What follows belongs to an exercise in optimizing a design on an open flow for small area and a short achievable clock period; a production flow would make more cautious choices. Where RTL was checked, it was by simulation tests only, not by an equivalence proof against the original. Power figures rest on the tool's default switching activity, not on a simulated workload.

==> job 6210 <==
// cdbus
module cdbus (
    input  logic       clk,
    input  logic       reset,
    input  logic [3:0] csr_address,
    input  logic       csr_read,
    input  logic       csr_write,
    input  logic [31:0]      csr_writedata,
    output logic [31:0]      csr_readdata,
    output logic       irq,
    input  logic       rx,
    output logic       tx
);
clock: 5.0 ns
lec_check: 0
cap_margin: 20
core_margin: 2
core_utilization: 70
cts_buf_list: sky130_fd_sc_hd__clkbuf_16
cts_cluster_diameter: 100
cts_cluster_size: 25
setup_slack_margin: 2.8
slew_margin: 20
standard.sh (not shown) runs the stock make flow with config.mk's settings and CLKGATE_MAP_FILE= SYNTH_SCRIPT=/design/flow/synth_recipe.tcl, a recipe that flattens the netlist after the stock synthesis.
==> flow/flow/run.sh <==
#!/bin/bash
# The standard layout, with the port buffers made from a plain buffer
# (buf_4) rather than the default delay buffer, so that paths from the
# inputs and to the outputs are not slowed by the port buffers.
set -euo pipefail
export BUFFER_PORTS_ARGS="-buffer_cell sky130_fd_sc_hd__buf_4"
bash standard.sh > standard.log 2>&1
==> job 992 (differences from job 6210) <==
--- a/flow/design.v
+++ b/flow/design.v
@@ -159,61 +159,43 @@
                 if (wr_en && row[j] && col[k]) mem[8 * j + k] <= wr_data;
         half_q <= half;
     end
 endmodule
 module cd_rx_buf (
     input  logic       clk,
     input  logic       wr_en,        
-    input  logic [5:0] wr_slot,
     input  logic [7:0] wr_data,
     input  logic       rd,           
-    input  logic       start,        
+    input  logic       tap_set,      
+    input  logic [5:0] tap_pos,      
     output logic [7:0] rd_data       
 );
-    logic [MAX_FRAME-1:0][7:0] drum;
-    logic [5:0] t;
-    logic [7:0] wbyte;               
-    logic [5:0] wslot;
-    logic       wpend;
-    logic [5:0] wpos;                
-    logic       wnow;
-    logic [5:0] q;                   
-    logic [5:0] q_n;
+    localparam int DEPTH = MAX_FRAME - 2;
+    logic [DEPTH-1:0][7:0] ring;
     logic [7:0] row;                 
     logic [7:0] col;                 
-    assign wpos = t + 6'd1 + wslot;
-    assign wnow = wpend && wpos[2:0] == 3'd0;
-    assign q_n  = start ? t + 6'd1 : q + 6'd1 + 6'(rd);
     always_comb begin
         rd_data = '0;
         for (int j = 0; j < 8; j++) begin
             logic [7:0] r;
             r = '0;
-            for (int k = 0; k < 8; k++) r = r | ({8{col[k]}} & drum[8 * j + k]);
+            for (int k = 0; k < 8; k++)
+                if (8 * j + k < DEPTH) r = r | ({8{col[k]}} & ring[8 * j + k]);
             rd_data = rd_data | ({8{row[j]}} & r);
         end
     end
     always_ff @(posedge clk) begin
-        t <= t + 1'b1;
-        for (int i = 0; i < MAX_FRAME; i++) begin
-            if (i % 8 == 0 && wnow && wpos[5:3] == 3'(i / 8))
-                drum[i] <= wbyte;
-            else
-                drum[i] <= drum[(i + MAX_FRAME - 1) % MAX_FRAME];
-        end
-        if (wr_en) begin
-            wbyte <= wr_data;
-            wslot <= wr_slot;
-            wpend <= 1'b1;
-        end else if (wnow) begin
-            wpend <= 1'b0;
-        end
-        q <= q_n;
-        for (int j = 0; j < 8; j++) row[j] <= q_n[5:3] == 3'(j);
-        for (int k = 0; k < 8; k++) col[k] <= q_n[2:0] == 3'(k);
+        if (wr_en || rd) begin
+            ring[0] <= wr_en ? wr_data : ring[DEPTH-1];
+            for (int i = 1; i < DEPTH; i++) ring[i] <= ring[i-1];
+        end
+        if (tap_set) begin
+            for (int j = 0; j < 8; j++) row[j] <= tap_pos[5:3] == 3'(j);
+            for (int k = 0; k < 8; k++) col[k] <= tap_pos[2:0] == 3'(k);
+        end
     end
 endmodule
 import cd_pkg::*;
 module cd_tx_bytes (
     input  logic  clk,
     input  logic  reset,
     input  logic  tx_wr_en,
@@ -306,15 +288,14 @@
     logic       bit_end;
     logic       load;
     logic       is_crc;      
     assign bit_end = (cnt == div);
     assign load = bytes_valid && ((state == SER_IDLE && (in_frame || bus_idle)) ||
                                   (state == SER_STOP && bit_end && in_frame));
     assign bytes_ack = load;
-    assign crc_bit_en = state == SER_DATA && bit_end && !is_crc;
     assign crc_bit = shreg[0];
     always_comb begin
         state_n = state;
         shreg_n = shreg;
         if (reset) begin
             state_n = SER_IDLE;
         end else if (load) begin
@@ -332,14 +313,16 @@
             endcase
         end
     end
     always_ff @(posedge clk) begin
         state <= state_n;
         shreg <= shreg_n;
         tx    <= (state_n == SER_START) ? 1'b0 : (state_n == SER_DATA) ? shreg_n[0] : 1'b1;
+        crc_bit_en <= !reset && ((load && !bytes_crc) ||
+                                 (state == SER_DATA && bit_end && bitn != 3'd7 && !is_crc));
         cnt <= (state == SER_IDLE || bit_end) ? '0 : cnt + 1'b1;
         if (reset) begin
             bitn     <= '0;
             in_frame <= 1'b0;
         end else begin
             if (load) begin
                 in_frame <= !bytes_last;
@@ -435,15 +418,15 @@
 import cd_pkg::*;
 module cd_rx_bytes (
     input  logic  clk,
     input  logic  reset,
     input  logic [7:0] filter,
     input  logic  rx_busy,
     output logic  ram_wr_en,
-    output logic [5:0] ram_wr_slot,
+    output logic [5:0] rx_frame_tap,     
     output logic [7:0] ram_wr_data,
     output logic  rx_frame_ok,
     output logic [5:0] rx_frame_len,
     output logic  rx_frame_bad,
     output logic  rx_frame_drop,
     input  logic [7:0] bytes_data,
     input  logic  bytes_strobe,
@@ -461,17 +444,19 @@
     logic [6:0] count;
     logic [15:0]       crc;
     logic [7:0]      len_field;
     logic       dest_ok;
     logic       skip;        
     logic       good;
     logic       good_q;      
-    assign ram_wr_en   = bytes_strobe && !rx_busy && count < 7'(MAX_FRAME);
-    assign ram_wr_slot = count[5:0];
     assign ram_wr_data = bytes_data;
+    always_ff @(posedge clk) begin
+        ram_wr_en <= bytes_strobe && !rx_busy && count < 7'(MAX_FRAME - 2);
+    end
+    assign rx_frame_tap = (count >= 7'(MAX_FRAME - 2)) ? 6'(MAX_FRAME - 3) : 6'(count - 1'b1);
     assign good = (crc == '0) && (count <= 7'(MAX_FRAME)) &&
                   ({2'b00, count} == {1'b0, len_field} + 9'd5);
     assign rx_frame_bad  = bytes_frame_end && !good_q;
     assign rx_frame_drop = bytes_frame_end && good_q && dest_ok && (skip || rx_busy);
     assign rx_frame_ok   = bytes_frame_end && good_q && dest_ok && !(skip || rx_busy);
     assign rx_frame_len  = 6'(count - 7'd2);     
     always_ff @(posedge clk) good_q <= good;
@@ -525,15 +510,15 @@
     logic [7:0] tx_row;
     logic [7:0] tx_col;
     logic [7:0] tx_rd_data;
     logic  rx_rd;
     logic [7:0] rx_rd_byte;
     logic  rx_busy;
     logic  rx_wr_en;
-    logic [5:0] rx_wr_slot;
+    logic [5:0] rx_frame_tap;
     logic [7:0] rx_wr_data;
     logic  rx_frame_ok;
     logic [5:0] rx_frame_len;
     logic  rx_frame_bad;
     logic  rx_frame_drop;
     cd_csr csr0 (
         .clk, .reset, .csr_address, .csr_read, .csr_write, .csr_writedata,
@@ -547,16 +532,16 @@
         tx_wr_data_q <= csr_writedata[7:0];
     end
     cd_tx_buf tx_buf0 (
         .clk, .wr_en(tx_wr_q), .row(tx_row), .col(tx_col), .wr_data(tx_wr_data_q),
         .rd_data(tx_rd_data)
     );
     cd_rx_buf rx_buf0 (
-        .clk, .wr_en(rx_wr_en), .wr_slot(rx_wr_slot), .wr_data(rx_wr_data),
-        .rd(rx_rd && rx_busy), .start(rx_frame_ok), .rd_data(rx_rd_byte)
+        .clk, .wr_en(rx_wr_en), .wr_data(rx_wr_data), .rd(rx_rd && rx_busy),
+        .tap_set(rx_frame_ok), .tap_pos(rx_frame_tap), .rd_data(rx_rd_byte)
     );
     cd_tx_bytes tx_bytes0 (
         .clk, .reset, .tx_wr_en, .tx_wr_q, .tx_start, .ram_rd_data(tx_rd_data),
         .ram_row(tx_row), .ram_col(tx_col), .tx_done, .bytes_data(tx_byte_data),
         .bytes_valid(tx_byte_valid), .bytes_last(tx_byte_last), .bytes_crc(tx_byte_crc),
         .bytes_ack(tx_byte_ack), .crc_bit_en(tx_crc_bit_en), .crc_bit(tx_crc_bit)
     );
@@ -567,13 +552,13 @@
     );
     cd_rx_des rx_des0 (
         .clk, .reset, .div, .rx, .bytes_data(rx_byte_data), .bytes_strobe(rx_byte_strobe),
         .bytes_frame_end(rx_byte_frame_end), .bytes_bus_idle(rx_byte_bus_idle),
         .bytes_bus_idle_n(rx_byte_bus_idle_n)
     );
     cd_rx_bytes rx_bytes0 (
-        .clk, .reset, .filter, .rx_busy, .ram_wr_en(rx_wr_en), .ram_wr_slot(rx_wr_slot),
+        .clk, .reset, .filter, .rx_busy, .ram_wr_en(rx_wr_en), .rx_frame_tap,
         .ram_wr_data(rx_wr_data), .rx_frame_ok, .rx_frame_len, .rx_frame_bad,
         .rx_frame_drop, .bytes_data(rx_byte_data), .bytes_strobe(rx_byte_strobe),
         .bytes_frame_end(rx_byte_frame_end), .bytes_bus_idle(rx_byte_bus_idle)
     );
 endmodule
==> qor summary <==
quantity                                                                                              job 992               job 6210
Leakage power total                                                                                  15.79 nW               16.70 nW
Floorplan core area                                                                                 67040 um2              62970 um2
Result of the run                                                                    timing/DRC/antenna clean  timing/DRC/antenna clean
Number of distinct library cell variants in the gate-level netlist after synthesis                         67                     76
Initial core utilization                                                                               0.7052                 0.7063
Share of the synthesized netlist area taken by xor and xnor gates                                     0.02512                0.02737
Place WS                                                                                              1744 ps                1833 ps
CP Max Fanout                                                                                              25                      8
Tot GR Track Use                                                                                       0.2981                 0.3123
Hold depth                                                                                                  1                      0
Arrival time reported for the critical path endpoint                                                  2760 ps                3120 ps
Met2 global-route usage                                                                                0.5007                 0.5318
Detailed Routing Iterations Pass 1                                                                          5                      6
Setup slack after layout                                                                              2776 ps                2444 ps
Reg-to-Reg Start                                                                               rx_buf0.col[0]           rx_buf0.t[1]
CTS sink count                                                                                           1252                   1293
Non-clock buffer instance count of the final layout                                                       140                    119
Post-synthesis instance total                                                                            3091                   3282
Tapcells inserted                                                                                         873                    846
Chip Height                                                                                          263.9 um               256.1 um
Signal inverters                                                                                           25                     32
Power per unit of standard cell area                                                             327.8 nW/um2           359.0 nW/um2
Transition time at the pin with the least slew margin                                                900.3 ps               847.5 ps
Multi-input logic area                                                                              10940 um2              12720 um2
Cell at the slowest stage of the critical path                                      sky130_fd_sc_hd__edfxtp_1  sky130_fd_sc_hd__fa_2
Hold Startpoint                                                                            rx_des0.rx_sync[0]      rx_buf0.drum[196]
Function was not checked in any run of this note: the RTL went through the layout flow alone.

* * *

==> trial 92 <==
Another version of the RTL of cdbus (not shown whole).
Settings: LEC_CHECK=0, CAP_MARGIN=20, CORE_MARGIN=2, CORE_UTILIZATION=70, CTS_BUF_LIST=sky130_fd_sc_hd__clkbuf_16, CTS_CLUSTER_DIAMETER=100, CTS_CLUSTER_SIZE=25, SETUP_SLACK_MARGIN=2.8, SLEW_MARGIN=20; clock period 5.0 ns.
Scripts as last shown in full above: flow/flow/run.sh
==> inputs of build 17, as changes to trial 92 <==
--- a/flow/design.v
+++ b/flow/design.v
@@ -47,14 +47,15 @@
     output logic       tx_start,
     input  logic       tx_done,
     input  logic       rx_frame_ok,
     input  logic [5:0]      rx_frame_len,
     input  logic       rx_frame_bad,
     input  logic       rx_frame_drop,
     output logic       rx_rd,
+    output logic       rx_rd_clear,
     input  logic [7:0]      rx_rd_byte,      
     output logic       rx_busy,
     input  logic       bus_idle,
     input  logic       bus_idle_n        
 );
     logic [4:0] int_mask;
     logic       tx_pending;
@@ -70,14 +71,15 @@
     logic       rx_pending_n;
     logic       rx_error_n;
     logic       rx_lost_n;
     assign tx_wr_en   = csr_write && csr_address == CSR_TX_DATA && !tx_pending;
     assign tx_start   = csr_write && csr_address == CSR_TX_CTRL && csr_writedata[0] && !tx_pending;
     assign rx_release = csr_write && csr_address == CSR_RX_CTRL && csr_writedata[0];
     assign rx_rd      = csr_read && csr_address == CSR_RX_DATA;
+    assign rx_rd_clear = reset || rx_frame_ok || rx_release;
     assign rx_busy    = rx_pending;
     assign irq        = irq_q;
     assign csr_readdata = {16'd0, readdata_q};
     always_comb begin
         int_mask_n   = int_mask;
         tx_pending_n = tx_pending;
         rx_pending_n = rx_pending;
@@ -158,76 +160,62 @@
             for (int k = 0; k < 8; k++)
                 if (wr_en && row[j] && col[k]) mem[8 * j + k] <= wr_data;
         half_q <= half;
     end
 endmodule
 module cd_rx_buf (
     input  logic       clk,
-    input  logic       wr_en,        
-    input  logic [5:0] wr_slot,
+    input  logic [7:0] wr_row,       
+    input  logic [7:0] wr_col,       
     input  logic [7:0] wr_data,
-    input  logic       rd,           
-    input  logic       start,        
+    input  logic       pending,      
+    input  logic       rd_clear,     
+    input  logic       rd_next,      
     output logic [7:0] rd_data       
 );
-    logic [MAX_FRAME-1:0][7:0] drum;
-    logic [5:0] t;
-    logic [7:0] wbyte;               
-    logic       wpend;
-    logic [5:0] wpos;                
-    logic       wnow;
-    logic [5:0] q;                   
-    logic [5:0] q_n;
-    logic [5:0] q_1, q_2, t_1;
+    localparam int DEPTH = MAX_FRAME - 2;
+    logic [DEPTH-1:0][7:0] mem;
     logic [7:0] row;                 
     logic [7:0] col;                 
-    assign wnow = wpend && wpos[2:0] == 3'd0;
-    assign t_1  = t + 6'd1;
-    assign q_1  = q + 6'd1;
-    assign q_2  = q + 6'd2;
-    assign q_n  = start ? t_1 : rd ? q_2 : q_1;
-    function automatic [7:0] onehot3(input logic [2:0] v);
-        onehot3 = 8'd1 << v;
-    endfunction
+    logic [1:0][7:0] half;
+    logic [1:0][7:0] half_q;
     always_comb begin
-        rd_data = '0;
+        half = '0;
         for (int j = 0; j < 8; j++) begin
             logic [7:0] r;
             r = '0;
-            for (int k = 0; k < 8; k++) r = r | ({8{col[k]}} & drum[8 * j + k]);
-            rd_data = rd_data | ({8{row[j]}} & r);
+            for (int k = 0; k < 8; k++)
+                if (8 * j + k < DEPTH) r = r | ({8{col[k]}} & mem[8 * j + k]);
+            half[j / 4] = half[j / 4] | ({8{row[j]}} & r);
         end
     end
+    assign rd_data = half_q[0] | half_q[1];
     always_ff @(posedge clk) begin
-        t <= t + 1'b1;
-        for (int i = 0; i < MAX_FRAME; i++) begin
-            if (i % 8 == 0 && wnow && wpos[5:3] == 3'(i / 8))
-                drum[i] <= wbyte;
-            else
-                drum[i] <= drum[(i + MAX_FRAME - 1) % MAX_FRAME];
-        end
-        if (wr_en) begin
-            wbyte <= wr_data;
-            wpos  <= t + 6'd2 + wr_slot;
-            wpend <= 1'b1;
-        end else begin
-            wpos  <= wpos + 1'b1;
-            if (wnow) wpend <= 1'b0;
+        for (int i = 0; i < DEPTH; i++)
+            if (wr_row[i / 8] && wr_col[i % 8]) mem[i] <= wr_data;
+        if (rd_clear) begin
+            row <= 8'd1;
+            col <= 8'd2;
+        end else if (rd_next) begin
+            col <= {col[6:0], col[7]};
+            if (col[7]) row <= {row[6:0], row[7]};
+        end
+        if (!pending) begin
+            half_q[0] <= mem[0];
+            half_q[1] <= '0;
+        end else if (rd_next) begin
+            half_q <= half;
         end
-        q   <= q_n;
-        row <= start ? onehot3(t_1[5:3]) : rd ? onehot3(q_2[5:3]) : onehot3(q_1[5:3]);
-        col <= start ? onehot3(t_1[2:0]) : rd ? onehot3(q_2[2:0]) : onehot3(q_1[2:0]);
     end
 endmodule
 import cd_pkg::*;
 module cd_tx_bytes (
     input  logic  clk,
     input  logic  reset,
     input  logic  tx_wr_en,
-    input  logic  tx_wr_q,       
     input  logic  tx_start,
     input  logic [7:0] ram_rd_data,
     output logic [7:0] ram_row,      
     output logic [7:0] ram_col,      
     output logic  tx_done,
     output logic [7:0] bytes_data,
     output logic  bytes_valid,
@@ -238,55 +226,56 @@
     input  logic  crc_bit
 );
     logic [1:0] state;
     logic [5:0] pos;
     logic [15:0] crc;
     logic      crc_hi;
     logic      last;
-    logic      ack_q;        
     assign bytes_valid = (state == TX_DATA) || (state == TX_CRC);
     assign bytes_crc   = (state == TX_CRC);
     assign bytes_data  = (state == TX_CRC) ? (crc_hi ? crc[15:8] : crc[7:0]) : ram_rd_data;
     assign bytes_last  = (state == TX_CRC) && crc_hi;
     assign last        = (pos == 6'd1);
     always_ff @(posedge clk) begin
         if (tx_start) begin
             crc <= CRC_INIT;
         end else if (crc_bit_en) begin
             crc <= (crc >> 1) ^ ((crc[0] ^ crc_bit) ? 16'ha001 : 16'h0000);
         end
-        ack_q <= bytes_ack && !reset;
-        if (reset || tx_start || (state == TX_DATA && ack_q && last)) begin
+        if (reset || tx_start || (state == TX_DATA && bytes_ack && last)) begin
             ram_row <= 8'd1;
             ram_col <= 8'd1;
-        end else if (tx_wr_q || (state == TX_DATA && ack_q)) begin
+        end else if (tx_wr_en || (state == TX_DATA && bytes_ack)) begin
             ram_col <= {ram_col[6:0], ram_col[7]};
             if (ram_col[7]) ram_row <= {ram_row[6:0], ram_row[7]};
         end
         if (reset) begin
             state   <= TX_IDLE;
             pos     <= '0;
             crc_hi  <= 1'b0;
             tx_done <= 1'b0;
         end else begin
-            tx_done <= bytes_ack && state == TX_CRC && crc_hi;
+            tx_done <= 1'b0;
             if (tx_wr_en) pos <= pos + 1'b1;
             case (state)
                 TX_IDLE: if (tx_start) begin
                     crc_hi <= 1'b0;
                     state  <= TX_READ;
                 end
                 TX_READ: state <= TX_DATA;   
-                TX_DATA: if (ack_q) begin
+                TX_DATA: if (bytes_ack) begin
                     pos   <= pos - 1'b1;
                     state <= last ? TX_CRC : TX_READ;
                 end
-                TX_CRC: if (ack_q) begin
+                TX_CRC: if (bytes_ack) begin
                     crc_hi <= 1'b1;
-                    if (crc_hi) state <= TX_IDLE;
+                    if (crc_hi) begin
+                        tx_done <= 1'b1;
+                        state   <= TX_IDLE;
+                    end
                 end
                 default: state <= TX_IDLE;
             endcase
         end
     end
 endmodule
 import cd_pkg::*;
@@ -338,19 +327,20 @@
             endcase
         end
     end
     always_ff @(posedge clk) begin
         state <= state_n;
         shreg <= shreg_n;
         tx    <= (state_n == SER_START) ? 1'b0 : (state_n == SER_DATA) ? shreg_n[0] : 1'b1;
-        cnt <= (state == SER_IDLE || bit_end) ? '0 : cnt + 1'b1;
         if (reset) begin
+            cnt      <= '0;
             bitn     <= '0;
             in_frame <= 1'b0;
         end else begin
+            cnt <= (state == SER_IDLE || bit_end) ? '0 : cnt + 1'b1;
             if (load) begin
                 in_frame <= !bytes_last;
                 is_crc   <= bytes_crc;
             end else if (state == SER_DATA && bit_end) begin
                 bitn <= bitn + 1'b1;
             end
         end
@@ -440,16 +430,16 @@
 endmodule
 import cd_pkg::*;
 module cd_rx_bytes (
     input  logic  clk,
     input  logic  reset,
     input  logic [7:0] filter,
     input  logic  rx_busy,
-    output logic  ram_wr_en,
-    output logic [5:0] ram_wr_slot,
+    output logic [7:0] ram_wr_row,   
+    output logic [7:0] ram_wr_col,   
     output logic [7:0] ram_wr_data,
     output logic  rx_frame_ok,
     output logic [5:0] rx_frame_len,
     output logic  rx_frame_bad,
     output logic  rx_frame_drop,
     input  logic [7:0] bytes_data,
     input  logic  bytes_strobe,
@@ -467,17 +457,21 @@
     logic [6:0] count;
     logic [15:0]       crc;
     logic [7:0]      len_field;
     logic       dest_ok;
     logic       skip;        
     logic       good;
     logic       good_q;      
-    assign ram_wr_en   = bytes_strobe && !rx_busy && count < 7'(MAX_FRAME);
-    assign ram_wr_slot = count[5:0];
     assign ram_wr_data = bytes_data;
+    always_ff @(posedge clk) begin
+        for (int j = 0; j < 8; j++)
+            ram_wr_row[j] <= bytes_strobe && !rx_busy && count < 7'(MAX_FRAME - 2) &&
+                             count[5:3] == 3'(j);
+        for (int k = 0; k < 8; k++) ram_wr_col[k] <= count[2:0] == 3'(k);
+    end
     assign good = (crc == '0) && (count <= 7'(MAX_FRAME)) &&
                   ({2'b00, count} == {1'b0, len_field} + 9'd5);
     assign rx_frame_bad  = bytes_frame_end && !good_q;
     assign rx_frame_drop = bytes_frame_end && good_q && dest_ok && (skip || rx_busy);
     assign rx_frame_ok   = bytes_frame_end && good_q && dest_ok && !(skip || rx_busy);
     assign rx_frame_len  = 6'(count - 7'd2);     
     always_ff @(posedge clk) good_q <= good;
@@ -520,52 +514,47 @@
     logic  rx_byte_strobe;
     logic  rx_byte_frame_end;
     logic  rx_byte_bus_idle;
     logic  rx_byte_bus_idle_n;
     logic [15:0]  div;
     logic [7:0] filter;
     logic  tx_wr_en;
-    logic  tx_wr_q;          
-    logic [7:0] tx_wr_data_q;    
     logic  tx_start;
     logic  tx_done;
     logic [7:0] tx_row;
     logic [7:0] tx_col;
     logic [7:0] tx_rd_data;
     logic  rx_rd;
+    logic  rx_rd_clear;
     logic [7:0] rx_rd_byte;
     logic  rx_busy;
-    logic  rx_wr_en;
-    logic [5:0] rx_wr_slot;
+    logic [7:0] rx_wr_row;
+    logic [7:0] rx_wr_col;
     logic [7:0] rx_wr_data;
     logic  rx_frame_ok;
     logic [5:0] rx_frame_len;
     logic  rx_frame_bad;
     logic  rx_frame_drop;
     cd_csr csr0 (
         .clk, .reset, .csr_address, .csr_read, .csr_write, .csr_writedata,
         .csr_readdata, .irq, .div, .filter, .tx_wr_en, .tx_start,
         .tx_done, .rx_frame_ok, .rx_frame_len, .rx_frame_bad,
-        .rx_frame_drop, .rx_rd, .rx_rd_byte, .rx_busy,
+        .rx_frame_drop, .rx_rd, .rx_rd_clear, .rx_rd_byte, .rx_busy,
         .bus_idle(rx_byte_bus_idle), .bus_idle_n(rx_byte_bus_idle_n)
     );
-    always_ff @(posedge clk) begin
-        tx_wr_q      <= tx_wr_en;
-        tx_wr_data_q <= csr_writedata[7:0];
-    end
     cd_tx_buf tx_buf0 (
-        .clk, .wr_en(tx_wr_q), .row(tx_row), .col(tx_col), .wr_data(tx_wr_data_q),
+        .clk, .wr_en(tx_wr_en), .row(tx_row), .col(tx_col), .wr_data(csr_writedata[7:0]),
         .rd_data(tx_rd_data)
     );
     cd_rx_buf rx_buf0 (
-        .clk, .wr_en(rx_wr_en), .wr_slot(rx_wr_slot), .wr_data(rx_wr_data),
-        .rd(rx_rd && rx_busy), .start(rx_frame_ok), .rd_data(rx_rd_byte)
+        .clk, .wr_row(rx_wr_row), .wr_col(rx_wr_col), .wr_data(rx_wr_data),
+        .pending(rx_busy), .rd_clear(rx_rd_clear), .rd_next(rx_rd), .rd_data(rx_rd_byte)
     );
     cd_tx_bytes tx_bytes0 (
-        .clk, .reset, .tx_wr_en, .tx_wr_q, .tx_start, .ram_rd_data(tx_rd_data),
+        .clk, .reset, .tx_wr_en, .tx_start, .ram_rd_data(tx_rd_data),
         .ram_row(tx_row), .ram_col(tx_col), .tx_done, .bytes_data(tx_byte_data),
         .bytes_valid(tx_byte_valid), .bytes_last(tx_byte_last), .bytes_crc(tx_byte_crc),
         .bytes_ack(tx_byte_ack), .crc_bit_en(tx_crc_bit_en), .crc_bit(tx_crc_bit)
     );
     cd_tx_ser tx_ser0 (
         .clk, .reset, .div, .bus_idle(rx_byte_bus_idle), .tx, .bytes_data(tx_byte_data),
         .bytes_valid(tx_byte_valid), .bytes_last(tx_byte_last), .bytes_crc(tx_byte_crc),
@@ -573,13 +562,13 @@
     );
     cd_rx_des rx_des0 (
         .clk, .reset, .div, .rx, .bytes_data(rx_byte_data), .bytes_strobe(rx_byte_strobe),
         .bytes_frame_end(rx_byte_frame_end), .bytes_bus_idle(rx_byte_bus_idle),
         .bytes_bus_idle_n(rx_byte_bus_idle_n)
     );
     cd_rx_bytes rx_bytes0 (
-        .clk, .reset, .filter, .rx_busy, .ram_wr_en(rx_wr_en), .ram_wr_slot(rx_wr_slot),
+        .clk, .reset, .filter, .rx_busy, .ram_wr_row(rx_wr_row), .ram_wr_col(rx_wr_col),
         .ram_wr_data(rx_wr_data), .rx_frame_ok, .rx_frame_len, .rx_frame_bad,
         .rx_frame_drop, .bytes_data(rx_byte_data), .bytes_strobe(rx_byte_strobe),
         .bytes_frame_end(rx_byte_frame_end), .bytes_bus_idle(rx_byte_bus_idle)
     );
 endmodule
- CORE_UTILIZATION: 70 -> 60
==> comparison <==
Trial 92 finished with timing, DRC and antenna clean. Build 17 ran to the end with no violations.
Against trial 92, the final cell count of build 17 is higher by about 3.3%.
In build 17 the combinational power is lower than in trial 92, by 60%.
Against trial 92, the synthesized cell count of build 17 is lower by about 3.6%.
Of build 17 and trial 92, build 17 has the higher wire length (gap about 14%, measured against trial 92).
Critical path depth: build 17 is higher than trial 92 (3).
In build 17 the maximum frequency is smaller than in trial 92, by about 6%.
In build 17 the register-to-register slack is worse than in trial 92, by 0.14 ns.
==> figures <==
quantity	trial 92	build 17
Result of the run	finished clean	finished clean
Worst hold path cell count	0	1
Wire length of the first global-routing pass	156000 microns	170000 microns
Cell depth of the worst flop-to-flop path	7	10
Top cell type's share of synthesized area	0.372	0.652
Fill cell total of the finished layout	3920	5564
Path length in cells of the critical path	7	10
Share of the final layout cell area in multi-input gates	0.257	0.230
Sink of the worst hold path	rx_buf0.drum[461]	rx_des0.rx_sync[1]
Arrival time worst endpoint	2.69 ns	2.83 ns
Buffers plus inverters on the worst setup path	1	3
Total clock network power	0.00519 W	0.00518 W
Sinks on the clock net	1293	1272
Non-CTS buffers	104	137
Complex-gate fraction of the synthesized area	0.120	0.113
For build 17, only the layout was checked, not whether the RTL still works.

## what the ideal ports hide
The results above use ideal ports. As a check the final layouts listed here were re-extracted and re-timed, cells and wires unchanged.
Step 1 (the two cells are an assumption about what drives the block):
set clk [get_ports {clk}]
set_driving_cell -lib_cell sky130_fd_sc_hd__clkbuf_16 $clk
set_driving_cell -lib_cell sky130_fd_sc_hd__buf_2 [delete_from_list [all_inputs] $clk]
Step 2 also shifts input and output timing later by t, the mid clock arrival at the registers, as if the neighbouring blocks saw the same clock.
Three values: no drivers, after step 1, after step 2; two values: the first two.
| run | t, ns | setup WS [ns] | worst setup path at the end | worst register clock-pin slew, ns | worst slew at a driven data input, ns |
|---|---|---|---|---|---|
| job 6210 | 0.735 | 2.444 / 2.444 / 2.010 | input to register | 0.10 / 0.10 | 0.06 |
| job 992 | 0.728 | 2.775 / 2.775 / 2.128 | input to register | 0.10 / 0.10 | 0.05 |
| trial 92 | 0.730 | 2.856 / 2.793 / 2.177 | input to register | 0.10 / 0.10 | 0.04 |
| build 17 | 0.723 | 2.718 / 2.718 / 2.017 | input to register | 0.10 / 0.10 | 0.07 |
After both steps setup and hold are still met in every run listed. For build 17, which loses most, drivers alone change the setup slack by 0.000 ns; drivers and shift together by -0.701 ns.
